What follows belongs to an exercise in optimizing a design on an open flow for small area, a short achievable clock period and few clock cycles per item; a production flow would make more cautious choices.
Where RTL was checked, it was by simulation tests only, not by an equivalence proof against the original.
No activity file was given, so power comes from the tool's default toggle rates.

==> flow/design.v (excerpt) <==
module best_fit_block_allocator (
  input  wire logic        clk,
  input  wire logic        rst_n,
  input  wire logic        in_tvalid,
  output logic             in_tready,
  input  wire logic [31:0] in_tdata,
  output logic             out_tvalid,
  input  wire logic        out_tready,
  output logic [31:0]      out_tdata
);
clock: 7.0 ns
lec_check: 0
cap_margin: 20
core_margin: 2
core_utilization: 40
setup_slack_margin: 4.4
slew_margin: 20
run.sh (not shown) runs the stock make flow with config.mk's settings and CLKGATE_MAP_FILE= SYNTH_SCRIPT=/design/flow/synth_recipe.tcl, a recipe that flattens the netlist after the stock synthesis.
Rerun with:
- SETUP_SLACK_MARGIN: 4.4 -> 3.8
Effect: The changed run went through all stages and came out clean; count of clock-buffer cells in the layout is higher by 7; global-route usage shrinks by 0.86 points; clock power decreases by 4.2%.
No run of this note included a check of the RTL's function; only the layout flow was run.

---

## red
The RTL this note starts from:
==> flow/design.v <==
`default_nettype none
package bfa_pkg;
  localparam int ACTION_W     = 2;
  localparam int FIELD_SIZE_W = 16;
  localparam int OWNER_W      = 8;
  localparam int BLOCK_W      = 4;
  localparam int CODE_W       = 2;
  localparam logic [ACTION_W-1:0] ACT_CLEAR = 2'd0;
  localparam logic [ACTION_W-1:0] ACT_LOAD  = 2'd1;
  localparam logic [ACTION_W-1:0] ACT_ALLOC = 2'd2;
  localparam logic [ACTION_W-1:0] ACT_READ  = 2'd3;
  localparam logic [CODE_W-1:0] RES_OK    = 2'd0;
  localparam logic [CODE_W-1:0] RES_NOFIT = 2'd1;
  localparam logic [CODE_W-1:0] RES_BAD   = 2'd2;
endpackage
`default_nettype wire
`default_nettype none
module bfa_cell #(
  parameter int SIZE_BITS = 16
) (
  input  wire logic [SIZE_BITS-1:0] size,
  input  wire logic [SIZE_BITS-1:0] x,
  input  wire logic                 ge,
  output logic                      cmp
);
  logic [SIZE_BITS-1:0] g, l;
  always_comb begin
    for (int i = 0; i < SIZE_BITS; i++) begin
      g[i] = size[i] & ~x[i];
      l[i] = ~size[i] & x[i];
    end
    for (int w = 1; w < SIZE_BITS; w = w * 2) begin
      for (int i = 0; i + w < SIZE_BITS; i = i + 2 * w) begin
        g[i] = g[i + w] | (~l[i + w] & g[i]);
        l[i] = l[i + w] | (~g[i + w] & l[i]);
      end
    end
    cmp = g[0] | (ge & ~l[0]);
  end
endmodule
module bfa_sub #(
  parameter int W = 16
) (
  input  wire logic [W-1:0] a,
  input  wire logic [W-1:0] b,
  output logic [W-1:0]      d
);
  logic [W-1:0] g, p, gg, pp, gn, pn;
  logic [W:0]   c;
  always_comb begin
    for (int i = 0; i < W; i++) begin
      g[i] = a[i] & ~b[i];
      p[i] = a[i] | ~b[i];
    end
    gg = g;
    pp = p;
    for (int s = 1; s < W; s = s * 2) begin
      gn = gg;
      pn = pp;
      for (int i = s; i < W; i++) begin
        gn[i] = gg[i] | (pp[i] & gg[i - s]);
        pn[i] = pp[i] & pp[i - s];
      end
      gg = gn;
      pp = pn;
    end
    c[0] = 1'b1;
    for (int i = 0; i < W; i++) c[i + 1] = gg[i] | pp[i];
    for (int i = 0; i < W; i++) d[i] = a[i] ^ ~b[i] ^ c[i];
  end
endmodule
`default_nettype wire
`default_nettype none
import bfa_pkg::*;
module best_fit_block_allocator (
  input  wire logic        clk,
  input  wire logic        rst_n,
  input  wire logic        in_tvalid,
  output logic             in_tready,
  input  wire logic [31:0] in_tdata,
  output logic             out_tvalid,
  input  wire logic        out_tready,
  output logic [31:0]      out_tdata
);
  localparam int N = 16;
  logic               ir_v;
  logic [29:0]        ir_d;
  logic               rdy_r;
  logic [4:0]         count_r;
  logic [N-1:0]       avail_r;      
  logic [N-1:0][15:0] size_r;
  logic [N-1:0][7:0]  owner_r;
  logic [N-1:0][N-1:0] b_r;
  logic               c_v, c_clr, c_ld, c_al, c_rd;
  logic [1:0]         c_code;
  logic [3:0]         c_id;
  logic [15:0]        c_val;
  logic [7:0]         c_rid;
  logic [N-1:0]       c_ge;
  logic               m_v, m_ld, m_gr, m_rd;
  logic [1:0]         m_code;
  logic [N-1:0]       m_sel;
  logic [15:0]        m_val;
  logic               x_v, x_ld, x_gr, x_rd, x_free;
  logic [1:0]         x_code;
  logic [3:0]         x_id;
  logic [15:0]        x_a, x_b;
  logic               h_v, k_v;     
  logic [30:0]        h_d, k_d;
  logic               go;
  assign go = !k_v;
  logic [1:0]  ir_act;
  logic [15:0] ir_size;
  logic [3:0]  ir_idx;
  assign ir_act  = ir_d[1:0];
  assign ir_size = ir_d[17:2];
  assign ir_idx  = ir_d[29:26];
  logic is_clr, is_ld, is_al, is_rd, full, ld_ok, rd_ok;
  assign is_clr = ir_v && (ir_act == ACT_CLEAR);
  assign is_ld  = ir_v && (ir_act == ACT_LOAD);
  assign is_al  = ir_v && (ir_act == ACT_ALLOC);
  assign is_rd  = ir_v && (ir_act == ACT_READ);
  assign full   = count_r[4];
  assign ld_ok  = is_ld && !full;
  assign rd_ok  = is_rd && ({1'b0, ir_idx} < count_r);
  logic          cmp_ge;
  logic [N-1:0]  cmp;
  logic          cmp_w, cmp_m, cmp_x;
  assign cmp_ge = ir_act[1];
  for (genvar i = 0; i < N; i++) begin : g_cmp
    bfa_cell u_cmp (.size(size_r[i]), .x(ir_size), .ge(cmp_ge), .cmp(cmp[i]));
  end
  bfa_cell u_cmp_w (.size(c_val), .x(ir_size), .ge(cmp_ge), .cmp(cmp_w));
  bfa_cell u_cmp_m (.size(m_val), .x(ir_size), .ge(cmp_ge), .cmp(cmp_m));
  bfa_cell u_cmp_x (.size(x_a),   .x(ir_size), .ge(cmp_ge), .cmp(cmp_x));
  logic [N-1:0] hit_w, hit_m, hit_x, ge;
  for (genvar i = 0; i < N; i++) begin : g_ge
    assign hit_w[i] = c_v && c_ld && (c_id == 4'(i));
    assign hit_m[i] = m_ld && m_sel[i];
    assign hit_x[i] = x_ld && (x_id == 4'(i));
    assign ge[i] = hit_w[i] ? cmp_w : hit_m[i] ? cmp_m : hit_x[i] ? cmp_x : cmp[i];
  end
  logic [N-1:0][N-1:0] beat;        
  for (genvar i = 0; i < N; i++) begin : g_bi
    for (genvar j = 0; j < N; j++) begin : g_bj
      if (i < j)       assign beat[i][j] = b_r[i][j];
      else if (i > j)  assign beat[i][j] = !b_r[j][i];
      else             assign beat[i][j] = 1'b1;
    end
  end
  logic [N-1:0] fits, win, c_dec;
  logic         found;
  assign fits  = avail_r & c_ge;
  assign found = |fits;
  for (genvar i = 0; i < N; i++) begin : g_win
    assign win[i]   = fits[i] && &(~fits | beat[i]);
    assign c_dec[i] = (c_id == 4'(i));
  end
  logic [15:0] mux_size, a_nxt;
  logic [3:0]  m_id;
  logic        m_free, fwd;
  always_comb begin
    mux_size = '0;
    m_id     = '0;
    for (int i = 0; i < N; i++) begin
      mux_size = mux_size | (m_sel[i] ? size_r[i] : 16'd0);
      m_id     = m_id     | (m_sel[i] ? 4'(i)     : 4'd0);
    end
  end
  assign m_free = m_rd && |(m_sel & avail_r);
  assign fwd    = (x_ld || x_gr) && m_sel[x_id];
  logic [15:0] rem;
  logic [7:0]  x_owner;
  bfa_sub u_sub (.a(x_a), .b(x_b), .d(rem));
  always_comb begin
    x_owner = '0;
    for (int i = 0; i < N; i++) begin
      if (x_id == 4'(i)) x_owner = owner_r[i];
    end
  end
  assign a_nxt = fwd ? rem : m_ld ? m_val : mux_size;
  logic [30:0] res;
  assign res = {(x_rd && !x_free) ? x_owner : 8'd0, x_free, rem, x_id, x_code};
  logic push, pop;
  assign push = go && x_v;
  assign pop  = h_v && out_tready;
  always_ff @(posedge clk) begin
    if (!rst_n) begin
      ir_v    <= 1'b0;
      rdy_r   <= 1'b1;
      count_r <= '0;
      avail_r <= '0;
      c_v     <= 1'b0;
      m_v     <= 1'b0;
      x_v     <= 1'b0;
      h_v     <= 1'b0;
      k_v     <= 1'b0;
    end else begin
      if (rdy_r) ir_v <= in_tvalid;
      if (go) begin
        c_v <= ir_v;
        m_v <= c_v;
        x_v <= m_v;
        if (is_clr)     count_r <= '0;
        else if (ld_ok) count_r <= count_r + 5'd1;
        if (c_v && c_clr)      avail_r <= '0;
        else if (c_v && c_ld)  avail_r <= avail_r | c_dec;
        else if (c_v && c_al)  avail_r <= avail_r & ~win;
      end
      if (!k_v) begin
        if (push && h_v && !pop) k_v <= 1'b1;
        else if (push)           h_v <= 1'b1;
        else if (pop)            h_v <= 1'b0;
      end else if (pop) begin
        k_v <= 1'b0;
      end
      rdy_r <= !((rdy_r ? in_tvalid : ir_v) &&
                 (k_v ? !pop : (push && h_v && !pop)));
    end
  end
  always_ff @(posedge clk) begin
    if (rdy_r) ir_d <= in_tdata[29:0];
    if (go) begin
      c_clr  <= is_clr;
      c_ld   <= ld_ok;
      c_al   <= is_al;
      c_rd   <= rd_ok;
      c_code <= ((is_ld && full) || (is_rd && !rd_ok)) ? RES_BAD : RES_OK;
      c_id   <= ld_ok ? count_r[3:0] : ir_idx;
      c_val  <= ir_size;
      c_rid  <= ir_d[25:18];
      c_ge   <= ge;
      m_ld   <= c_v && c_ld;
      m_gr   <= c_v && c_al && found;
      m_rd   <= c_v && c_rd;
      m_code <= (c_al && !found) ? RES_NOFIT : c_code;
      m_sel  <= (c_v && (c_ld || c_rd)) ? c_dec : (c_v && c_al) ? win : '0;
      m_val  <= c_val;
      x_ld   <= m_v && m_ld;
      x_gr   <= m_v && m_gr;
      x_rd   <= m_v && m_rd;
      x_free <= m_free;
      x_code <= m_code;
      x_id   <= m_id;
      x_a    <= a_nxt;
      x_b    <= m_gr ? m_val : 16'd0;
    end
    if (!k_v) begin
      if (push && h_v && !pop) k_d <= res;
      else if (push)           h_d <= res;
    end else if (pop) begin
      h_d <= k_d;
    end
  end
  for (genvar i = 0; i < N; i++) begin : g_ent
    always_ff @(posedge clk) begin
      if (push && (x_ld || x_gr) && (x_id == 4'(i))) size_r[i] <= rem;
      if (go && c_v && c_al && win[i]) owner_r[i] <= c_rid;
    end
    for (genvar j = i + 1; j < N; j++) begin : g_b
      always_ff @(posedge clk) begin
        if (go && c_v && c_ld && c_dec[j]) b_r[i][j] <= !c_ge[i];
      end
    end
  end
  assign in_tready  = rdy_r;
  assign out_tvalid = h_v;
  assign out_tdata  = {1'b0, h_d};
endmodule
`default_nettype wire
==> flow/config.mk <==
export PLATFORM = sky130hd
export DESIGN_NAME = best_fit_block_allocator
export DESIGN_NICKNAME = best_fit_block_allocator
export VERILOG_FILES = /design/flow/design.v
export SDC_FILE = /design/flow/constraint.sdc
export NUM_CORES = 4
export LEC_CHECK = 0
export CAP_MARGIN = 20
export CORE_MARGIN = 2
export CORE_UTILIZATION = 40
export PLACE_DENSITY = 0.7
export SETUP_SLACK_MARGIN = 4.4
export SLEW_MARGIN = 20
export SYNTH_HIERARCHICAL = 1
export SYNTH_MINIMUM_KEEP_SIZE = 0
==> flow/constraint.sdc <==
create_clock -name core_clock -period 7.0 [get_ports {clk}]
set_input_delay 1.4000 -clock core_clock [delete_from_list [all_inputs] [get_ports {clk}]]
set_output_delay 1.4000 -clock core_clock [all_outputs]
set_load 0.01 [all_outputs]
Looking at the reports, red completed the entire flow and the layout it produced met the timing, design-rule and antenna checks.
Testbench counts of red, summed over its fixed seeds: cycles 7,134, items 7,094.
Here is what was changed in the inputs of blue compared with red.
# red
export LEC_CHECK = 0
export CAP_MARGIN = 20
export CORE_MARGIN = 2
export CORE_UTILIZATION = 40
export PLACE_DENSITY = 0.7
export SETUP_SLACK_MARGIN = 4.4
export SLEW_MARGIN = 20
export SYNTH_HIERARCHICAL = 1
export SYNTH_MINIMUM_KEEP_SIZE = 0
create_clock -name core_clock -period 7.0 [get_ports {clk}]
# blue
export LEC_CHECK = 0
export CAP_MARGIN = 20
export CORE_MARGIN = 2
export CORE_UTILIZATION = 40
export CTS_BUF_LIST = sky130_fd_sc_hd__clkbuf_16
export CTS_CLUSTER_DIAMETER = 60
export CTS_CLUSTER_SIZE = 30
export PLACE_DENSITY = 0.7
export SETUP_SLACK_MARGIN = 4.3
export SLEW_MARGIN = 20
export SYNTH_HIERARCHICAL = 1
export SYNTH_MINIMUM_KEEP_SIZE = 0
create_clock -name core_clock -period 7.0 [get_ports {clk}]
Results
The core of blue is less densely filled than that of red.
In the reports for blue and red, the smaller met1 wire length belongs to blue.
Of the two candidates, red has the worse wire length and blue the better one.
The following lists how green was set up differently from blue:
# blue
export LEC_CHECK = 0
export CAP_MARGIN = 20
export CORE_MARGIN = 2
export CORE_UTILIZATION = 40
export CTS_BUF_LIST = sky130_fd_sc_hd__clkbuf_16
export CTS_CLUSTER_DIAMETER = 60
export CTS_CLUSTER_SIZE = 30
export PLACE_DENSITY = 0.7
export SETUP_SLACK_MARGIN = 4.3
export SLEW_MARGIN = 20
export SYNTH_HIERARCHICAL = 1
export SYNTH_MINIMUM_KEEP_SIZE = 0
create_clock -name core_clock -period 7.0 [get_ports {clk}]
# green
export LEC_CHECK = 0
export CAP_MARGIN = 20
export CORE_MARGIN = 2
export CORE_UTILIZATION = 40
export SETUP_SLACK_MARGIN = 4.3
export SLEW_MARGIN = 20
export SYNTH_HIERARCHICAL = 1
export SYNTH_MINIMUM_KEEP_SIZE = 0
create_clock -name core_clock -period 7.0 [get_ports {clk}]
### Flow results
green completed end to end with timing, DRC and antenna clean.
Re leakage power of the design: blue was lower than green.
Cell count, green and blue: higher on green
Relative to blue, total power increased by 7.0% in green.

## afterwards: timing with drivers on the ports
In the flow no input, the clock included, has a driving cell. The finished layouts below were timed again as built, in two steps.
Step 1: set_driving_cell puts a clkbuf_16 on clk and a buf_2 on each other input, an assumption about the parent block.
Step 2 also shifts input and output timing later by t, the mid clock arrival at the registers, as if the neighbouring blocks saw the same clock.
Slacks: ideal ports / drivers / drivers and shift; pairs: ideal ports / drivers.
run | t, ns | setup WS [ns] | worst hold slack (ns) | worst data-port slew with drivers (ns)
the first run of note 1 | 0.717 | 3.727 / 3.727 / 3.727 | 0.415 / 0.415 / 0.415 | 0.06
the second run of note 1 | 0.717 | 3.718 / 3.718 / 3.655 | 0.392 / 0.392 / 0.392 | 0.05
red | 0.714 | 4.114 / 4.114 / 3.864 | 0.416 / 0.416 / 0.416 | 0.05
blue | 0.734 | 4.184 / 4.184 / 3.643 | 0.423 / 0.423 / 0.423 | 0.05
green | 0.718 | 4.216 / 4.216 / 3.804 | 0.417 / 0.417 / 0.417 | 0.05
After both steps setup and hold are still met in every run listed. The setup slack of blue, which loses most, moves by 0.000 ns with the drivers and by -0.541 ns with both steps.
